This is an optimization exercise on Yosys and OpenROAD, whose aim is small area, a short achievable clock period and few clock cycles per item, not a production implementation.
Only simulation tests tie the RTL to the original design; equivalence was not proved.
No activity file was given, so power comes from the tool's default toggle rates.

==> module exec_unit, before the edit <==
module exec_unit (
  input  wire                       clk,
  input  wire                       arst_n_i,
  input  wire                       valid_i,
  input  wire [31:0]                instr_i,
  input  wire [63:0]                src_a_i,
  input  wire [63:0]                src_b_i,
  output logic [63:0]               result_o,
  output logic                      done_o,
  output logic                      ready_o
);
  localparam int K      = 8;
  localparam int NSTEP  = 64 / K;
  localparam int NSTEPW = 32 / K;
  localparam int CNT_W  = $clog2(NSTEP);
  exu_pkg::alu_ctl_t ctl_d, ctl_q, ctl_hi;
  exu_pkg::mul_req_t mreq_d, mreq_q;
  exu_pkg::xlen_t    op_a_d, op_b_d, op_a_q, op_b_q;
  logic [5:0]        shamt_q;   
  logic              fill_q;    
  exu_pkg::xlen_t    alu_res;
  logic              is_mul;
  logic              accept, accept_mul;
  logic              busy_q;   
  logic              busy_d;
  logic              alu_v_q;
  logic              mul_run_q, mul_fin_q;
  logic              fin_low, fin_high;
  logic [CNT_W-1:0]  cnt_q;
  logic              last_step;
  logic [66:0]       acc_s_q, acc_c_q, acc_s_d, acc_c_d;
  logic [K-1:0]      ret_s_q, ret_c_q, ret_s_d, ret_c_d;
  logic              low_ci_q, low_ci_d;
  logic              first_q;
  logic [3:0]        one_d, two_d, neg_d, one_q, two_q, neg_q;
  logic [3:0]        one_h_q, two_h_q, neg_h_q;   
  logic [K-1:0]      prod_bits;
  exu_pkg::xlen_t    high_s, high_c;
  exu_pkg::xlen_t    low_next;
  alu_op_decode alu_op_decode_inst (
    .instr_i   (instr_i),
    .src_a_i   (src_a_i),
    .src_b_i   (src_b_i),
    .ctl_o     (ctl_d),
    .is_mul_o  (is_mul),
    .mul_req_o (mreq_d),
    .op_a_o    (op_a_d),
    .op_b_o    (op_b_d)
  );
  assign accept     = valid_i & !busy_q;
  assign accept_mul = accept & is_mul;
  assign fin_low  = mul_fin_q & !mreq_q.take_high;
  assign fin_high = mul_fin_q & mreq_q.take_high;
  always_comb begin
    ctl_hi         = '0;
    ctl_hi.sel_sum = 1'b1;
  end
  always_ff @(posedge clk) begin
    if (!busy_q) begin
      op_a_q <= op_a_d;
      op_b_q <= op_b_d;
      mreq_q <= mreq_d;
    end else if (fin_high) begin
      op_a_q <= high_s;
      op_b_q <= high_c;
    end else begin
      op_b_q <= low_next;
    end
    ctl_q   <= busy_q ? ctl_hi : ctl_d;
    shamt_q <= op_b_d[5:0];
    fill_q  <= ctl_d.sh_arith & op_a_d[63];
  end
  assign last_step = mul_run_q &&
                     (cnt_q == (mreq_q.word ? CNT_W'(NSTEPW - 1) : CNT_W'(NSTEP - 1)));
  shift_add_mul shift_add_mul_inst (
    .mcand_i     (op_a_q),
    .a_neg_i     (mreq_q.a_neg),
    .one_i       (one_q),
    .two_i       (two_q),
    .neg_i       (neg_q),
    .one_h_i     (one_h_q),
    .two_h_i     (two_h_q),
    .neg_h_i     (neg_h_q),
    .first_i     (first_q),
    .corr_i      (mreq_q.corr),
    .acc_s_i     (acc_s_q),
    .acc_c_i     (acc_c_q),
    .ret_s_i     (ret_s_q),
    .ret_c_i     (ret_c_q),
    .low_ci_i    (low_ci_q),
    .acc_s_o     (acc_s_d),
    .acc_c_o     (acc_c_d),
    .ret_s_o     (ret_s_d),
    .ret_c_o     (ret_c_d),
    .low_ci_o    (low_ci_d),
    .prod_bits_o (prod_bits),
    .high_s_o    (high_s),
    .high_c_o    (high_c)
  );
  assign low_next = {prod_bits, op_b_q[63:K]};
  booth_enc booth_enc_inst (
    .bits_i (busy_q ? op_b_q[2*K-1:K] : src_b_i[K-1:0]),
    .prev_i (busy_q & op_b_q[K-1]),
    .one_o  (one_d),
    .two_o  (two_d),
    .neg_o  (neg_d)
  );
  always_ff @(posedge clk) begin
    acc_s_q  <= acc_s_d;
    acc_c_q  <= acc_c_d;
    ret_s_q  <= ret_s_d;
    ret_c_q  <= ret_c_d;
    low_ci_q <= !first_q & low_ci_d;
    one_q    <= one_d;
    two_q    <= two_d;
    neg_q    <= neg_d;
    one_h_q  <= {4{busy_q | accept_mul}} & one_d;
    two_h_q  <= {4{busy_q | accept_mul}} & two_d;
    neg_h_q  <= {4{busy_q | accept_mul}} & neg_d;
    first_q  <= accept_mul;
    cnt_q    <= accept_mul ? '0 : cnt_q + 1'b1;
  end
  assign busy_d = accept_mul | (mul_run_q & !(last_step & !mreq_q.take_high));
  always_ff @(posedge clk or negedge arst_n_i) begin
    if (!arst_n_i) begin
      mul_run_q <= 1'b0;
      mul_fin_q <= 1'b0;
      ready_o   <= 1'b0;
      busy_q    <= 1'b1;
    end else begin
      mul_run_q <= accept_mul | (mul_run_q & !last_step);
      mul_fin_q <= last_step;
      ready_o   <= !busy_d;
      busy_q    <= busy_d;
    end
  end
  int_alu int_alu_inst (
    .ctl_i    (ctl_q),
    .op_a_i   (op_a_q),
    .op_b_i   (op_b_q),
    .shamt_i  (shamt_q),
    .fill_i   (fill_q),
    .result_o (alu_res)
  );
  always_ff @(posedge clk) begin
    if (fin_low) begin
      result_o <= mreq_q.word ? {{32{low_next[63]}}, low_next[63:32]} : low_next;
    end else begin
      result_o <= alu_res;
    end
  end
  always_ff @(posedge clk or negedge arst_n_i) begin
    if (!arst_n_i) begin
      alu_v_q <= 1'b0;
      done_o  <= 1'b0;
    end else begin
      alu_v_q <= (accept & !is_mul) | fin_high;
      done_o  <= alu_v_q | fin_low;
    end
  end
endmodule
==> flow/config.mk <==
export PLATFORM = sky130hd
export DESIGN_NAME = exec_unit
export DESIGN_NICKNAME = exec_unit
export VERILOG_FILES = /design/flow/design.v
export SDC_FILE = /design/flow/constraint.sdc
export NUM_CORES = 4
export LEC_CHECK = 0
export ABC_AREA = 1
export CAP_MARGIN = 20
export CORE_MARGIN = 10
export CORE_UTILIZATION = 40
export PLACE_DENSITY = 0.6
export SETUP_SLACK_MARGIN = 3.5
export SLEW_MARGIN = 20
==> flow/constraint.sdc <==
create_clock -name core_clock -period 6.5 [get_ports {clk}]
set_input_delay 1.3000 -clock core_clock [delete_from_list [all_inputs] [get_ports {clk}]]
set_output_delay 1.3000 -clock core_clock [all_outputs]
set_load 0.01 [all_outputs]
run.sh (not shown) runs the stock make flow with config.mk's settings and CLKGATE_MAP_FILE= SYNTH_SCRIPT=/design/flow/synth_recipe.tcl, a recipe that flattens the netlist after the stock synthesis.
Testbench counts at the start, summed over its fixed seeds: cycles 23,029, items 16,000.
Change:
--- a/flow/design.v
+++ b/flow/design.v
@@ -392,12 +392,13 @@
   localparam int NSTEPW = 32 / K;
   localparam int CNT_W  = $clog2(NSTEP);
   exu_pkg::alu_ctl_t ctl_d, ctl_q, ctl_hi;
   exu_pkg::mul_req_t mreq_d, mreq_q;
   exu_pkg::xlen_t    op_a_d, op_b_d, op_a_q, op_b_q;
   logic [5:0]        shamt_q;   
+  exu_pkg::xlen_t    mcand_q;   
   logic              fill_q;    
   exu_pkg::xlen_t    alu_res;
   logic              is_mul;
   logic              accept, accept_mul;
   logic              busy_q;   
   logic              busy_d;
@@ -432,29 +433,29 @@
   always_comb begin
     ctl_hi         = '0;
     ctl_hi.sel_sum = 1'b1;
   end
   always_ff @(posedge clk) begin
     if (!busy_q) begin
-      op_a_q <= op_a_d;
-      op_b_q <= op_b_d;
-      mreq_q <= mreq_d;
+      op_b_q  <= op_b_d;
+      mreq_q  <= mreq_d;
+      mcand_q <= src_a_i;
     end else if (fin_high) begin
-      op_a_q <= high_s;
-      op_b_q <= high_c;
+      op_b_q  <= high_c;
     end else begin
-      op_b_q <= low_next;
+      op_b_q  <= low_next;
     end
+    op_a_q  <= busy_q ? high_s : op_a_d;
     ctl_q   <= busy_q ? ctl_hi : ctl_d;
     shamt_q <= op_b_d[5:0];
     fill_q  <= ctl_d.sh_arith & op_a_d[63];
   end
   assign last_step = mul_run_q &&
                      (cnt_q == (mreq_q.word ? CNT_W'(NSTEPW - 1) : CNT_W'(NSTEP - 1)));
   shift_add_mul shift_add_mul_inst (
-    .mcand_i     (op_a_q),
+    .mcand_i     (mcand_q),
     .a_neg_i     (mreq_q.a_neg),
     .one_i       (one_q),
     .two_i       (two_q),
     .neg_i       (neg_q),
     .one_h_i     (one_h_q),
     .two_h_i     (two_h_q),
After rerunning: Power went up by 2.6%; setup slack improved by 0.051 ns; sequential power went up by 9.4%; wire length went down by 2.0%; sequential share of layout area went up by 3.1 points; core utilization went down by 1.8 points.
Testbench counts after the change, summed over its fixed seeds: cycles 23,029, items 16,000.

---

## main
Another version of the RTL of exec_unit (not shown whole).
Size: ~230 I/O pins, roughly 41000 µm² of cells after synthesis.
==> module alu_op_decode, before the edit <==
module alu_op_decode (
  input  wire [31:0]            instr_i,
  input  wire exu_pkg::xlen_t   src_a_i,
  input  wire exu_pkg::xlen_t   src_b_i,
  output exu_pkg::alu_ctl_t     ctl_o,
  output logic                  is_mul_o,
  output exu_pkg::mul_req_t     mul_req_o,
  output exu_pkg::xlen_t        op_a_o,
  output exu_pkg::xlen_t        op_b_o
);
  logic [6:0] opcode;
  logic [2:0] f3;
  logic [6:0] f7;
  logic       is_op, is_opimm, is_op32, is_opimm32;
  logic       alu_rr, alu_rr32;
  logic       muldiv, muldiv32;
  logic       rev_a, zext_w, sext_w, inv_a, lui;
  logic       wshift;
  exu_pkg::xlen_t a_rev;
  assign opcode = instr_i[6:0];
  assign f3     = instr_i[14:12];
  assign f7     = instr_i[31:25];
  assign is_op      = (opcode == 7'b0110011);
  assign is_opimm   = (opcode == 7'b0010011);
  assign is_op32    = (opcode == 7'b0111011);
  assign is_opimm32 = (opcode == 7'b0011011);
  assign muldiv     = is_op   && (f7 == 7'b0000001);
  assign muldiv32   = is_op32 && (f7 == 7'b0000001);
  assign alu_rr     = (is_op || is_opimm) && !muldiv;
  assign alu_rr32   = (is_op32 || is_opimm32) && !muldiv32;
  assign lui        = (opcode == 7'b0110111);
  always_comb begin
    ctl_o    = '0;
    is_mul_o = 1'b0;
    mul_req_o = '0;
    rev_a    = 1'b0;
    zext_w   = 1'b0;
    sext_w   = 1'b0;
    inv_a    = 1'b0;
    wshift   = 1'b0;
    if (muldiv) begin
      if (!f3[2]) begin
        is_mul_o            = 1'b1;
        mul_req_o.a_neg     = (f3 == 3'd1 || f3 == 3'd2) && src_a_i[63];
        mul_req_o.corr      = (f3 == 3'd2 || f3 == 3'd3) && src_b_i[63];
        mul_req_o.take_high = (f3 != 3'd0);
      end
    end else if (muldiv32) begin
      if (f3 == 3'd0) begin
        is_mul_o       = 1'b1;
        mul_req_o.word = 1'b1;
      end
    end else if (alu_rr) begin
      case (f3)
        3'd0: begin
          ctl_o.sel_sum = 1'b1;
          inv_a         = is_op && f7[5];
          ctl_o.inv     = is_op && f7[5];
        end
        3'd1: begin
          ctl_o.sel_shl = 1'b1;
          rev_a         = 1'b1;
        end
        3'd2: begin
          ctl_o.sel_cmp = 1'b1;
          ctl_o.c_lts   = 1'b1;
          inv_a         = 1'b1;
        end
        3'd3: begin
          ctl_o.sel_cmp = 1'b1;
          ctl_o.c_ltu   = 1'b1;
          inv_a         = 1'b1;
        end
        3'd4: ctl_o.sel_xor = 1'b1;
        3'd5: begin
          ctl_o.sel_shr  = 1'b1;
          ctl_o.sh_arith = instr_i[30];
        end
        3'd6: ctl_o.sel_or = 1'b1;
        default: ctl_o.sel_and = 1'b1;
      endcase
    end else if (alu_rr32) begin
      case (f3)
        3'd0: begin
          ctl_o.sel_sum = 1'b1;
          ctl_o.word    = 1'b1;
          inv_a         = is_op32 && f7[5];
          ctl_o.inv     = is_op32 && f7[5];
        end
        3'd1: begin
          ctl_o.sel_shl = 1'b1;
          ctl_o.word    = 1'b1;
          rev_a         = 1'b1;
          wshift        = 1'b1;
        end
        3'd5: begin
          ctl_o.sel_shr  = 1'b1;
          ctl_o.word     = 1'b1;
          ctl_o.sh_arith = f7[5];
          sext_w         = f7[5];
          zext_w         = !f7[5];
          wshift         = 1'b1;
        end
        default: ;
      endcase
    end else begin
      case (opcode)
        7'b0110111,                           
        7'b0010111, 7'b0000011,
        7'b0100011, 7'b1101111: ctl_o.sel_sum = 1'b1;
        7'b1100111: begin
          ctl_o.sel_sum = 1'b1;
          ctl_o.clr_lsb = 1'b1;
        end
        7'b1100011: begin
          inv_a = 1'b1;
          case (f3)
            3'd0: begin ctl_o.sel_cmp = 1'b1; ctl_o.c_eq  = 1'b1; end
            3'd1: begin ctl_o.sel_cmp = 1'b1; ctl_o.c_eq  = 1'b1; ctl_o.c_inv = 1'b1; end
            3'd4: begin ctl_o.sel_cmp = 1'b1; ctl_o.c_lts = 1'b1; end
            3'd5: begin ctl_o.sel_cmp = 1'b1; ctl_o.c_lts = 1'b1; ctl_o.c_inv = 1'b1; end
            3'd6: begin ctl_o.sel_cmp = 1'b1; ctl_o.c_ltu = 1'b1; end
            3'd7: begin ctl_o.sel_cmp = 1'b1; ctl_o.c_ltu = 1'b1; ctl_o.c_inv = 1'b1; end
            default: ;
          endcase
        end
        default: ;
      endcase
    end
  end
  always_comb begin
    for (int i = 0; i < exu_pkg::XLEN; i++) a_rev[i] = src_a_i[exu_pkg::XLEN-1-i];
  end
  always_comb begin
    if (lui)         op_a_o = '0;
    else if (rev_a)  op_a_o = a_rev;
    else if (zext_w) op_a_o = {32'd0, src_a_i[31:0]};
    else if (sext_w) op_a_o = {{32{src_a_i[31]}}, src_a_i[31:0]};
    else if (inv_a)  op_a_o = ~src_a_i;
    else             op_a_o = src_a_i;
  end
  always_comb begin
    op_b_o = src_b_i;
    if (wshift) op_b_o[5] = 1'b0;   
  end
endmodule
Settings: LEC_CHECK=0, CAP_MARGIN=20, CORE_MARGIN=10, CORE_UTILIZATION=40, PLACE_DENSITY=0.6, SETUP_SLACK_MARGIN=3.0, SLEW_MARGIN=20; clock period 6.5 ns.
Testbench counts of main, summed over its fixed seeds: cycles 23,973, items 16,000.
Setup changes, main to the feature branch
--- a/flow/design.v
+++ b/flow/design.v
@@ -99,12 +99,13 @@
   logic [6:0] f7;
   logic       is_op, is_opimm, is_op32, is_opimm32;
   logic       alu_rr, alu_rr32;
   logic       muldiv, muldiv32;
   logic       rev_a, zext_w, sext_w, inv_a, lui;
   logic       wshift;
+  logic       zero_op;   
   exu_pkg::xlen_t a_rev;
   assign opcode = instr_i[6:0];
   assign f3     = instr_i[14:12];
   assign f7     = instr_i[31:25];
   assign is_op      = (opcode == 7'b0110011);
   assign is_opimm   = (opcode == 7'b0010011);
@@ -112,31 +113,32 @@
   assign is_opimm32 = (opcode == 7'b0011011);
   assign muldiv     = is_op   && (f7 == 7'b0000001);
   assign muldiv32   = is_op32 && (f7 == 7'b0000001);
   assign alu_rr     = (is_op || is_opimm) && !muldiv;
   assign alu_rr32   = (is_op32 || is_opimm32) && !muldiv32;
   assign lui        = (opcode == 7'b0110111);
+  assign zero_op = (src_a_i == '0) || (src_b_i == '0);
   always_comb begin
     ctl_o    = '0;
     is_mul_o = 1'b0;
     mul_req_o = '0;
     rev_a    = 1'b0;
     zext_w   = 1'b0;
     sext_w   = 1'b0;
     inv_a    = 1'b0;
     wshift   = 1'b0;
     if (muldiv) begin
       if (!f3[2]) begin
-        is_mul_o            = 1'b1;
+        is_mul_o            = !zero_op;
         mul_req_o.a_neg     = (f3 == 3'd1 || f3 == 3'd2) && src_a_i[63];
         mul_req_o.corr      = (f3 == 3'd2 || f3 == 3'd3) && src_b_i[63];
         mul_req_o.take_high = (f3 != 3'd0);
       end
     end else if (muldiv32) begin
       if (f3 == 3'd0) begin
-        is_mul_o       = 1'b1;
+        is_mul_o       = !zero_op;
         mul_req_o.word = 1'b1;
       end
     end else if (alu_rr) begin
       case (f3)
         3'd0: begin
           ctl_o.sel_sum = 1'b1;
Findings:
Having completed the whole flow, the feature branch delivered a layout that passed the timing, design-rule and antenna checks.
main completed; timing, DRC and antenna clean
A start point of the critical path of op_a_q[20] is what the feature branch shows, while op_a_q[10] belongs to main.
The worst slew margin relative to its limit reported for the feature branch is greater than that of main by 11 points.
Delta (the feature branch minus main): worst setup margin dropped 0.084 ns, number of multi-input combinational cells increased by 1.8% relative to the old numbers, cell count after placement went up, number of max-cap violations now sits at about the same level.
Delta (the feature branch minus main): sequential power increased by about 50% relative to the old numbers, switching power of the nets increased by about 120% relative to the old numbers, mux contribution to synthesized area decreased by 0.53 points relative to the old numbers, met2 global-route usage decreased by 0.30 points relative to the old numbers.
~same area after synthesis in the feature branch and main
Run comparison: the feature branch critical path endpoint result_o[55]; main critical path endpoint result_o[61]
Testbench counts of the feature branch, summed over its fixed seeds: cycles 23,029, items 16,000.

-- static timing again, ports no longer ideal --
How much do the figures lean on ideal ports? The routed layouts below were timed once more, with nothing changed but the port constraints. Step 1, drivers: a clkbuf_16 drives clk and a buf_2 each remaining input, both assumed. Step 2 times the ports against the registers' clock, not the clock port: input delays grow and output delays shrink by t, the midpoint of the rising clock arrivals with the driver on. a / b / c = ideal ports / drivers / drivers and shift; a / b = the first two.
run | shift t [ns] | setup WS [ns] | hold slack, ns | worst setup path at the end | worst slew at a driven data input, ns
the first run of note 1 | 0.734 | 3.427 / 3.427 / 2.827 | 0.418 / 0.418 / 0.418 | input to register | 0.06
the second run of note 1 | 0.752 | 3.478 / 3.478 / 2.780 | 0.425 / 0.425 / 0.425 | input to register | 0.05
main | 0.727 | 2.829 / 2.829 / 2.387 | 0.432 / 0.432 / 0.432 | input to register | 0.09
the feature branch | 0.706 | 2.745 / 2.745 / 2.436 | 0.424 / 0.424 / 0.424 | input to register | 0.05
After both steps setup and hold are still met in every run listed. For the second run of note 1, which loses most, drivers alone change the setup slack by 0.000 ns; drivers and shift together by -0.698 ns.
